Source: an optimization exercise on an open RTL-to-GDS flow (aim: small area). Production flows keep margins and buffers that such runs may drop.
Only simulation tests tie the RTL to the original design; equivalence was not proved. The clock port is modelled as an ideal driver; clocking choices that lean on that would not hold on a real chip.

Design fast_detector, start of the top module:
module fast_detector #(
    parameter int IMG_WIDTH  = 32,
    parameter int IMG_HEIGHT = 24,
    parameter int EDGE       = 4,
    parameter int THRESHOLD  = 20
) (
    input  logic   i_clk,
    input  logic   i_rst_n,
    input  logic   i_valid,
    input  logic   i_start,
    input  logic [7:0]  i_pixel,
    output logic   o_ready,
    output logic   o_start,
    output logic   o_end,
    output logic   o_point_valid,
    output logic [28:0] o_point
);
For scale: roughly 2,800 cells after synthesis, about 1,500 flip-flops, ~45 I/O pins, roughly 0.056 sq mm of cells after synthesis.
Settings: LEC_CHECK=0, CAP_MARGIN=20, CORE_MARGIN=2, CORE_UTILIZATION=65, CTS_BUF_LIST=sky130_fd_sc_hd__clkbuf_16, CTS_CLUSTER_DIAMETER=80, CTS_CLUSTER_SIZE=25, PLACE_DENSITY=0.75, SLEW_MARGIN=20; clock period 20.0 ns.
standard.sh (not shown) runs the stock make flow with config.mk's settings and CLKGATE_MAP_FILE= SYNTH_SCRIPT=/design/flow/synth_recipe.tcl, a recipe that flattens the netlist after the stock synthesis.
==> flow/flow/run.sh <==
#!/bin/bash
# Own flow: the standard layout (standard.sh, all ORFS steps and settings
# unchanged) with changes to the synthesis's mapping only:
#  - Yosys's synth runs with -noabc, so the explicit full adder equations of
#    the RTL reach extract_fa as written (no pre-mapping abc -fast pass that
#    inverts them);
#  - extract_fa extracts full adders only, leaving half adders to abc;
set -euo pipefail
W=$PWD
F=$W/flow
sed -e 's/extract_fa {\*}\[dont_use_extract_fa_args\]/extract_fa -fa/' \
    -e "s#  log_cmd abc {\*}\$abc_args#  log_cmd abc {*}[lreplace \$abc_args 1 1 $F/abc_area_relaxed.script]#" \
    "$FLOW_HOME/scripts/synth.tcl" > "$W/own_synth_core.tcl"
grep -q 'extract_fa -fa' "$W/own_synth_core.tcl"
grep -q 'abc_area_relaxed.script' "$W/own_synth_core.tcl"
{
    echo 'proc synth {args} { yosys synth -nofsm -noshare -noabc {*}$args }'
    echo "source $W/own_synth_core.tcl"
    tail -n +3 "$W/synth_recipe.tcl"
} > "$W/own_synth.tcl"
sed "s#SYNTH_SCRIPT=[^ ]*#SYNTH_SCRIPT=$W/own_synth.tcl#" "$W/standard.sh" > "$W/own_standard.sh"
grep -q "SYNTH_SCRIPT=$W/own_synth.tcl" "$W/own_standard.sh"
export CTS_ARGS="-sink_clustering_enable -repair_clock_nets -sink_clustering_size 25 -sink_clustering_max_diameter 80 -buf_list sky130_fd_sc_hd__clkbuf_16 -dont_use_dummy_load"
export BUFFER_PORTS_ARGS="-buffer_cell sky130_fd_sc_hd__buf_1"
bash "$W/own_standard.sh" finish > "$W/own_flow_make.log" 2>&1
==> flow/flow/abc_area_relaxed.script <==
&get -n
&st
&dch
&nf
&st
&syn2
&if -g -K 6
&synch2
&nf
&st
&syn2
&if -g -K 6
&synch2
&nf
&st
&dch -f
&nf -a
&st
&dch -f
&nf -p -R 100
&put
topo
stime -c
The baseline went through all stages and came out clean.
Change:
--- a/flow/flow/run.sh
+++ b/flow/flow/run.sh
@@ -21,5 +21,5 @@
 sed "s#SYNTH_SCRIPT=[^ ]*#SYNTH_SCRIPT=$W/own_synth.tcl#" "$W/standard.sh" > "$W/own_standard.sh"
 grep -q "SYNTH_SCRIPT=$W/own_synth.tcl" "$W/own_standard.sh"
-export CTS_ARGS="-sink_clustering_enable -repair_clock_nets -sink_clustering_size 25 -sink_clustering_max_diameter 80 -buf_list sky130_fd_sc_hd__clkbuf_16 -dont_use_dummy_load"
+export CTS_ARGS="-sink_clustering_enable -repair_clock_nets -sink_clustering_size 30 -sink_clustering_max_diameter 60 -buf_list sky130_fd_sc_hd__clkbuf_16 -dont_use_dummy_load"
 export BUFFER_PORTS_ARGS="-buffer_cell sky130_fd_sc_hd__buf_1"
 bash "$W/own_standard.sh" finish > "$W/own_flow_make.log" 2>&1
After rerunning: The new run produced a clean layout. Worst setup slack got worse by 96 ps. Area after synthesis is unchanged. Core utilization increases by 0.30 points. Sequential share of layout area decreases by 0.32 points. Wire length is about the same. Synthesized cell count stays the same. Sequential cell count stays the same. Design area increases by 0.43%. Maximum frequency decreases by 0.71%.

---

Another version of the RTL of fast_detector (not shown whole).
Size: about 2600 cells after synthesis, ~1500 flip-flops, ~56000 µm² of cells after synthesis.
export LEC_CHECK = 0
export CAP_MARGIN = 20
export CORE_MARGIN = 2
export CORE_UTILIZATION = 70
export PLACE_DENSITY = 0.95
export SLEW_MARGIN = 20
create_clock -name core_clock -period 20.0 [get_ports {i_clk}]
==> flow/flow/run.sh <==
#!/bin/bash
# Own flow: the standard layout (standard.sh, all ORFS steps and settings
# unchanged) with changes to the synthesis's mapping only:
#  - Yosys's synth runs with -noabc, so the explicit full adder equations of
#    the RTL reach extract_fa as written (no pre-mapping abc -fast pass that
#    inverts them);
#  - extract_fa extracts full adders only, leaving half adders to abc;
set -euo pipefail
W=$PWD
F=$W/flow
sed -e 's/extract_fa {\*}\[dont_use_extract_fa_args\]/extract_fa -fa/' \
    -e "s#  log_cmd abc {\*}\$abc_args#  log_cmd abc {*}[lreplace \$abc_args 1 1 $F/abc_area_relaxed.script]#" \
    "$FLOW_HOME/scripts/synth.tcl" > "$W/own_synth_core.tcl"
grep -q 'extract_fa -fa' "$W/own_synth_core.tcl"
grep -q 'abc_area_relaxed.script' "$W/own_synth_core.tcl"
{
    echo 'proc synth {args} { yosys synth -nofsm -noshare -noabc {*}$args }'
    echo "source $W/own_synth_core.tcl"
    tail -n +3 "$W/synth_recipe.tcl"
} > "$W/own_synth.tcl"
sed "s#SYNTH_SCRIPT=[^ ]*#SYNTH_SCRIPT=$W/own_synth.tcl#" "$W/standard.sh" > "$W/own_standard.sh"
grep -q "SYNTH_SCRIPT=$W/own_synth.tcl" "$W/own_standard.sh"
export CTS_ARGS="-sink_clustering_enable -repair_clock_nets -sink_clustering_size 30 -sink_clustering_max_diameter 80 -buf_list sky130_fd_sc_hd__clkbuf_16 -dont_use_dummy_load"
export BUFFER_PORTS_ARGS="-buffer_cell sky130_fd_sc_hd__buf_1"
bash "$W/own_standard.sh" finish > "$W/own_flow_make.log" 2>&1
==> flow/flow/abc_area_relaxed.script <==
&get -n
&st
&dch
&nf
&st
&syn2
&if -g -K 6
&synch2
&nf
&st
&deepsyn -T 60
&dch -f
&nf -p -R 1000
&put
topo
stime -c
==> next run, changes <==
- CORE_UTILIZATION: 70 -> 60
Clock-buffer cell count came out higher by 1.
Die area rises by 16%.
Hold slack gains 4.0 ps.
Setup slack gets better by 1000 ps.
Flip-flop and latch count stays the same.
Non-clock buffer count went down by 4.
Wire length is lower by 18%.
==> next run, changes <==
--- a/flow/flow/run.sh
+++ b/flow/flow/run.sh
@@ -22,3 +22,3 @@
 grep -q "SYNTH_SCRIPT=$W/own_synth.tcl" "$W/own_standard.sh"
-export CTS_ARGS="-sink_clustering_enable -repair_clock_nets -sink_clustering_size 30 -sink_clustering_max_diameter 80 -buf_list sky130_fd_sc_hd__clkbuf_16 -dont_use_dummy_load"
+export CTS_ARGS="-sink_clustering_enable -repair_clock_nets -sink_clustering_size 32 -sink_clustering_max_diameter 85 -buf_list sky130_fd_sc_hd__clkbuf_16 -dont_use_dummy_load"
 export BUFFER_PORTS_ARGS="-buffer_cell sky130_fd_sc_hd__buf_1"
- CORE_UTILIZATION: 60 -> 65
=> The new run produced a clean layout. Die area fell by 7.6%. Maximum frequency went down by 3.0%. Critical path depth is unchanged. Routed wire length rises by 13%. Via count climbs by 3.5%.
==> next run, changes <==
--- a/flow/flow/run.sh
+++ b/flow/flow/run.sh
@@ -22,3 +22,3 @@
 grep -q "SYNTH_SCRIPT=$W/own_synth.tcl" "$W/own_standard.sh"
-export CTS_ARGS="-sink_clustering_enable -repair_clock_nets -sink_clustering_size 32 -sink_clustering_max_diameter 85 -buf_list sky130_fd_sc_hd__clkbuf_16 -dont_use_dummy_load"
+export CTS_ARGS="-sink_clustering_enable -repair_clock_nets -sink_clustering_size 34 -sink_clustering_max_diameter 90 -buf_list sky130_fd_sc_hd__clkbuf_16 -dont_use_dummy_load"
 export BUFFER_PORTS_ARGS="-buffer_cell sky130_fd_sc_hd__buf_1"
- CORE_UTILIZATION: 65 -> 60
What happened:
- The new run went through all stages and came out clean
- routed wire length decreases by 12%
- setup slack improved by 430 ps
- core utilization went down by 5.0 points
- via count shrinks by 3.4%
- critical path depth stays the same
- die area rises by 8.2%
- maximum frequency went up by 3.5%
- first-iteration DRC count is about the same
- register-to-register slack improves by 430 ps

---

== v6 ==
fast_detector, a different RTL version from the one above (not shown whole).
Size in the first run: roughly 2800 cells after synthesis, about 58000 µm² of cells after synthesis.
## fast_detector
module fast_detector #(
    parameter int IMG_WIDTH  = 32,
    parameter int IMG_HEIGHT = 24,
    parameter int EDGE       = 4,
    parameter int THRESHOLD  = 20
) (
    input  logic   i_clk,
    input  logic   i_rst_n,
    input  logic   i_valid,
    input  logic   i_start,
    input  logic [7:0]  i_pixel,
    output logic   o_ready,
    output logic   o_start,
    output logic   o_end,
    output logic   o_point_valid,
    output logic [28:0] o_point
);
clock: 20.0 ns
lec_check: 0
cap_margin: 20
core_margin: 2
core_utilization: 65
cts_buf_list: sky130_fd_sc_hd__clkbuf_16
cts_cluster_diameter: 80
cts_cluster_size: 25
place_density: 0.75
slew_margin: 20
==> flow/flow/run.sh <==
#!/bin/bash
# Own flow: the standard layout (standard.sh, all ORFS steps and settings
# unchanged) with one change to synthesis: Yosys's synth runs with -noabc, so
# the explicit full adder equations of the RTL reach extract_fa as written
# (no pre-mapping abc -fast pass that inverts them), and extract_fa extracts
# full adders only, leaving half adders to the final abc mapping.
# The registers are those of the standard synthesis (same names and cells).
set -euo pipefail
W=$PWD
sed 's/extract_fa {\*}\[dont_use_extract_fa_args\]/extract_fa -fa/' \
    "$FLOW_HOME/scripts/synth.tcl" > "$W/own_synth_core.tcl"
grep -q 'extract_fa -fa' "$W/own_synth_core.tcl"
{
    echo 'proc synth {args} { yosys synth -nofsm -noshare -noabc {*}$args }'
    echo "source $W/own_synth_core.tcl"
    tail -n +3 "$W/synth_recipe.tcl"
} > "$W/own_synth.tcl"
sed "s#SYNTH_SCRIPT=[^ ]*#SYNTH_SCRIPT=$W/own_synth.tcl#" "$W/standard.sh" > "$W/own_standard.sh"
grep -q "SYNTH_SCRIPT=$W/own_synth.tcl" "$W/own_standard.sh"
bash "$W/own_standard.sh" finish > "$W/own_flow_make.log" 2>&1
Inputs modified between v6 and v7:
-- flow/config.mk --
<<< v6, line 11
export CTS_BUF_LIST = sky130_fd_sc_hd__clkbuf_16
>>> v7, line 11
export CTS_BUF_LIST = sky130_fd_sc_hd__clkbuf_8 sky130_fd_sc_hd__clkbuf_16
<<< v6, line 13
export CTS_CLUSTER_SIZE = 25
>>> v7, line 13
export CTS_CLUSTER_SIZE = 20
[summary]
The number of clock-tree buffers in the layout number comes out higher for v7 vs v6. v7 vs v6 on number of iterations in the first detailed-routing pass: v7 is the higher one. In the reports for v6 and v7, the larger worst hold-check slack belongs to v7. NOTE: final clock period utilization by the worst path in v7 exceeds that of v6. [compare] base=v6 new=v7: met3 layer usage reported by global route up 0.43 points; non-clock buffer instance count of the final layout down about 1.6%. In the metrics for v6 and v7, the one carrying the higher global-route usage is v7. Floorplan core area: v6 vs v7 identical.

---

fast_detector with an RTL version that a note above also has.
Size in the first run: ~2600 cells after synthesis, about 1500 flip-flops, roughly 45 I/O pins, about 56000 sq um of cells after synthesis.
==> flow/config.mk <==
export PLATFORM = sky130hd
export DESIGN_NAME = fast_detector
export DESIGN_NICKNAME = fast_detector
export VERILOG_FILES = /design/flow/design.v
export SDC_FILE = /design/flow/constraint.sdc
export NUM_CORES = 4
export LEC_CHECK = 0
export CAP_MARGIN = 20
export CORE_MARGIN = 2
export CORE_UTILIZATION = 65
export PLACE_DENSITY = 0.95
export SLEW_MARGIN = 20
==> flow/constraint.sdc <==
create_clock -name core_clock -period 20.0 [get_ports {i_clk}]
set_input_delay 4.0000 -clock core_clock [delete_from_list [all_inputs] [get_ports {i_clk}]]
set_output_delay 4.0000 -clock core_clock [all_outputs]
set_load 0.01 [all_outputs]
==> flow/flow/run.sh <==
#!/bin/bash
# Own flow: the standard layout (standard.sh, all ORFS steps and settings
# unchanged) with changes to the synthesis's mapping only:
#  - Yosys's synth runs with -noabc, so the explicit full adder equations of
#    the RTL reach extract_fa as written (no pre-mapping abc -fast pass that
#    inverts them);
#  - extract_fa extracts full adders only, leaving half adders to abc;
set -euo pipefail
W=$PWD
F=$W/flow
sed -e 's/extract_fa {\*}\[dont_use_extract_fa_args\]/extract_fa -fa/' \
    -e "s#  log_cmd abc {\*}\$abc_args#  log_cmd abc {*}[lreplace \$abc_args 1 1 $F/abc_area_relaxed.script]#" \
    "$FLOW_HOME/scripts/synth.tcl" > "$W/own_synth_core.tcl"
grep -q 'extract_fa -fa' "$W/own_synth_core.tcl"
grep -q 'abc_area_relaxed.script' "$W/own_synth_core.tcl"
{
    echo 'proc synth {args} { yosys synth -nofsm -noshare -noabc {*}$args }'
    echo "source $W/own_synth_core.tcl"
    tail -n +3 "$W/synth_recipe.tcl"
} > "$W/own_synth.tcl"
sed "s#SYNTH_SCRIPT=[^ ]*#SYNTH_SCRIPT=$W/own_synth.tcl#" "$W/standard.sh" > "$W/own_standard.sh"
grep -q "SYNTH_SCRIPT=$W/own_synth.tcl" "$W/own_standard.sh"
export CTS_ARGS="-sink_clustering_enable -repair_clock_nets -sink_clustering_size 28 -sink_clustering_max_diameter 80 -buf_list sky130_fd_sc_hd__clkbuf_16 -dont_use_dummy_load"
export BUFFER_PORTS_ARGS="-buffer_cell sky130_fd_sc_hd__buf_1"
bash "$W/own_standard.sh" finish > "$W/own_flow_make.log" 2>&1
Scripts as last shown in full above: flow/flow/abc_area_relaxed.script
The starting point ran to the end with no violations.
Edit:
--- a/flow/flow/run.sh
+++ b/flow/flow/run.sh
@@ -21,5 +21,5 @@
 sed "s#SYNTH_SCRIPT=[^ ]*#SYNTH_SCRIPT=$W/own_synth.tcl#" "$W/standard.sh" > "$W/own_standard.sh"
 grep -q "SYNTH_SCRIPT=$W/own_synth.tcl" "$W/own_standard.sh"
-export CTS_ARGS="-sink_clustering_enable -repair_clock_nets -sink_clustering_size 28 -sink_clustering_max_diameter 80 -buf_list sky130_fd_sc_hd__clkbuf_16 -dont_use_dummy_load"
+export CTS_ARGS="-sink_clustering_enable -repair_clock_nets -sink_clustering_size 32 -sink_clustering_max_diameter 85 -buf_list sky130_fd_sc_hd__clkbuf_16 -dont_use_dummy_load"
 export BUFFER_PORTS_ARGS="-buffer_cell sky130_fd_sc_hd__buf_1"
 bash "$W/own_standard.sh" finish > "$W/own_flow_make.log" 2>&1
CTS_BUF_LIST = sky130_fd_sc_hd__clkbuf_16   (was not set)
CTS_CLUSTER_DIAMETER = 85   (was not set)
CTS_CLUSTER_SIZE = 32   (was not set)
Result: The new run ran to the end with no violations; cell area stays flat; wire length is lower by 1.2%; sequential share of layout area is higher by 0.19 points; via count is lower by 0.50%; worst hold slack loses 4.7 ps; count of clock-buffer cells in the layout is lower by 6; global-route usage is lower by 0.29 points.
Edit:
--- a/flow/flow/run.sh
+++ b/flow/flow/run.sh
@@ -21,5 +21,5 @@
 sed "s#SYNTH_SCRIPT=[^ ]*#SYNTH_SCRIPT=$W/own_synth.tcl#" "$W/standard.sh" > "$W/own_standard.sh"
 grep -q "SYNTH_SCRIPT=$W/own_synth.tcl" "$W/own_standard.sh"
-export CTS_ARGS="-sink_clustering_enable -repair_clock_nets -sink_clustering_size 32 -sink_clustering_max_diameter 85 -buf_list sky130_fd_sc_hd__clkbuf_16 -dont_use_dummy_load"
+export CTS_ARGS="-sink_clustering_enable -repair_clock_nets -sink_clustering_size 28 -sink_clustering_max_diameter 80 -buf_list sky130_fd_sc_hd__clkbuf_16 -dont_use_dummy_load"
 export BUFFER_PORTS_ARGS="-buffer_cell sky130_fd_sc_hd__buf_1"
 bash "$W/own_standard.sh" finish > "$W/own_flow_make.log" 2>&1
CTS_CLUSTER_DIAMETER = 80   (was 85)
CTS_CLUSTER_SIZE = 28   (was 32)
Global-route usage rose by 0.29 points.
Worst hold slack gets better by 4.7 ps.
Register-to-register slack improved by 40 ps.
Utilization rose by 0.18 points.
Die area does not change.
Edit:
--- a/flow/flow/run.sh
+++ b/flow/flow/run.sh
@@ -21,5 +21,5 @@
 sed "s#SYNTH_SCRIPT=[^ ]*#SYNTH_SCRIPT=$W/own_synth.tcl#" "$W/standard.sh" > "$W/own_standard.sh"
 grep -q "SYNTH_SCRIPT=$W/own_synth.tcl" "$W/own_standard.sh"
-export CTS_ARGS="-sink_clustering_enable -repair_clock_nets -sink_clustering_size 28 -sink_clustering_max_diameter 80 -buf_list sky130_fd_sc_hd__clkbuf_16 -dont_use_dummy_load"
+export CTS_ARGS="-sink_clustering_enable -repair_clock_nets -sink_clustering_size 25 -sink_clustering_max_diameter 80 -buf_list sky130_fd_sc_hd__clkbuf_16 -dont_use_dummy_load"
 export BUFFER_PORTS_ARGS="-buffer_cell sky130_fd_sc_hd__buf_1"
 bash "$W/own_standard.sh" finish > "$W/own_flow_make.log" 2>&1
CTS_CLUSTER_SIZE = 25   (was 28)
PLACE_DENSITY = 0.85   (was 0.95)
Result:
- via count came out lower by 0.40%
- non-clock buffer count is higher by 2
- setup slack degrades by 400 ps
- global-route usage fell by 0.54 points
- clock skew falls by 25 ps
- wire length decreases by 2.5%
- count of clock-buffer cells in the layout rose by 13
- design area grows by 0.63%
- synthesized cell count does not change
- synthesized area stays the same
- sequential share of layout area goes down by 0.47 points
Edit:
--- a/flow/flow/run.sh
+++ b/flow/flow/run.sh
@@ -21,5 +21,5 @@
 sed "s#SYNTH_SCRIPT=[^ ]*#SYNTH_SCRIPT=$W/own_synth.tcl#" "$W/standard.sh" > "$W/own_standard.sh"
 grep -q "SYNTH_SCRIPT=$W/own_synth.tcl" "$W/own_standard.sh"
-export CTS_ARGS="-sink_clustering_enable -repair_clock_nets -sink_clustering_size 25 -sink_clustering_max_diameter 80 -buf_list sky130_fd_sc_hd__clkbuf_16 -dont_use_dummy_load"
+export CTS_ARGS="-sink_clustering_enable -repair_clock_nets -sink_clustering_size 26 -sink_clustering_max_diameter 85 -buf_list sky130_fd_sc_hd__clkbuf_16 -dont_use_dummy_load"
 export BUFFER_PORTS_ARGS="-buffer_cell sky130_fd_sc_hd__buf_1"
 bash "$W/own_standard.sh" finish > "$W/own_flow_make.log" 2>&1
CTS_CLUSTER_DIAMETER = 85   (was 80)
CTS_CLUSTER_SIZE = 26   (was 25)
What happened: Global-route usage is about the same; core utilization hardly moves; count of clock-buffer cells in the layout came out lower by 3; wire length stays flat; setup slack got worse by 180 ps; cell area barely changes; worst hold slack degrades by 33 ps; clock skew goes up by 31 ps; critical path depth is unchanged.
Edit:
--- a/flow/flow/run.sh
+++ b/flow/flow/run.sh
@@ -21,5 +21,5 @@
 sed "s#SYNTH_SCRIPT=[^ ]*#SYNTH_SCRIPT=$W/own_synth.tcl#" "$W/standard.sh" > "$W/own_standard.sh"
 grep -q "SYNTH_SCRIPT=$W/own_synth.tcl" "$W/own_standard.sh"
-export CTS_ARGS="-sink_clustering_enable -repair_clock_nets -sink_clustering_size 26 -sink_clustering_max_diameter 85 -buf_list sky130_fd_sc_hd__clkbuf_16 -dont_use_dummy_load"
+export CTS_ARGS="-sink_clustering_enable -repair_clock_nets -sink_clustering_size 30 -sink_clustering_max_diameter 80 -buf_list sky130_fd_sc_hd__clkbuf_16 -dont_use_dummy_load"
 export BUFFER_PORTS_ARGS="-buffer_cell sky130_fd_sc_hd__buf_1"
 bash "$W/own_standard.sh" finish > "$W/own_flow_make.log" 2>&1
CTS_CLUSTER_DIAMETER = 80   (was 85)
CTS_CLUSTER_SIZE = 28   (was 26)
PLACE_DENSITY = 0.95   (was 0.85)
Effect:
- The new run finished clean
- first-iteration DRC count went up by 20%
- via count is about the same
- cell count went down by 0.44%
- register-to-register slack gains 570 ps
- wire length went up by 1.6%
- setup slack gains 570 ps
- non-clock buffer count went down by 4

==> what the ideal ports hide <==
The results above use ideal ports. As a check the final layouts listed here were re-extracted and re-timed, cells and wires unchanged.
Step 1: set_driving_cell puts a clkbuf_16 on i_clk and a buf_2 on each other input, an assumption about the parent block.
Step 2 moves the port delays by t, midway between the first and last clock arrival at a register: inputs arrive t later, outputs are due t later. That takes back most of the time a late clock gives input paths.
Three values: no drivers, after step 1, after step 2; two values: the first two.
run | t, ns | slack for setup (ns) | clock arrival spread, ns
the first run of note 1 | 0.691 | 6.544 / 6.544 / 6.544 | 0.091 / 0.090
the second run of note 1 | 0.694 | 6.449 / 6.449 / 6.449 | 0.134 / 0.134
the first run of note 2 | 0.718 | 6.688 / 6.688 / 6.688 | 0.136 / 0.137
the second run of note 2 | 0.707 | 7.721 / 7.721 / 7.721 | 0.132 / 0.131
the third run of note 2 | 0.695 | 7.339 / 7.339 / 7.339 | 0.129 / 0.129
the fourth run of note 2 | 0.706 | 7.768 / 7.768 / 7.768 | 0.141 / 0.141
v6 | 0.728 | 1.017 / 0.949 / 1.677 | 0.074 / 0.074
v7 | 0.750 | 0.783 / 0.713 / 1.462 | 0.042 / 0.043
the first run of note 4 | 0.713 | 7.382 / 7.382 / 7.382 | 0.147 / 0.146
the second run of note 4 | 0.695 | 7.339 / 7.339 / 7.339 | 0.129 / 0.129
the third run of note 4 | 0.713 | 7.382 / 7.382 / 7.382 | 0.147 / 0.146
the fourth run of note 4 | 0.685 | 6.985 / 6.985 / 6.985 | 0.117 / 0.117
the fifth run of note 4 | 0.689 | 6.808 / 6.808 / 6.808 | 0.156 / 0.156
the sixth run of note 4 | 0.689 | 7.378 / 7.378 / 7.378 | 0.150 / 0.150
After both steps setup and hold are still met in every run listed.
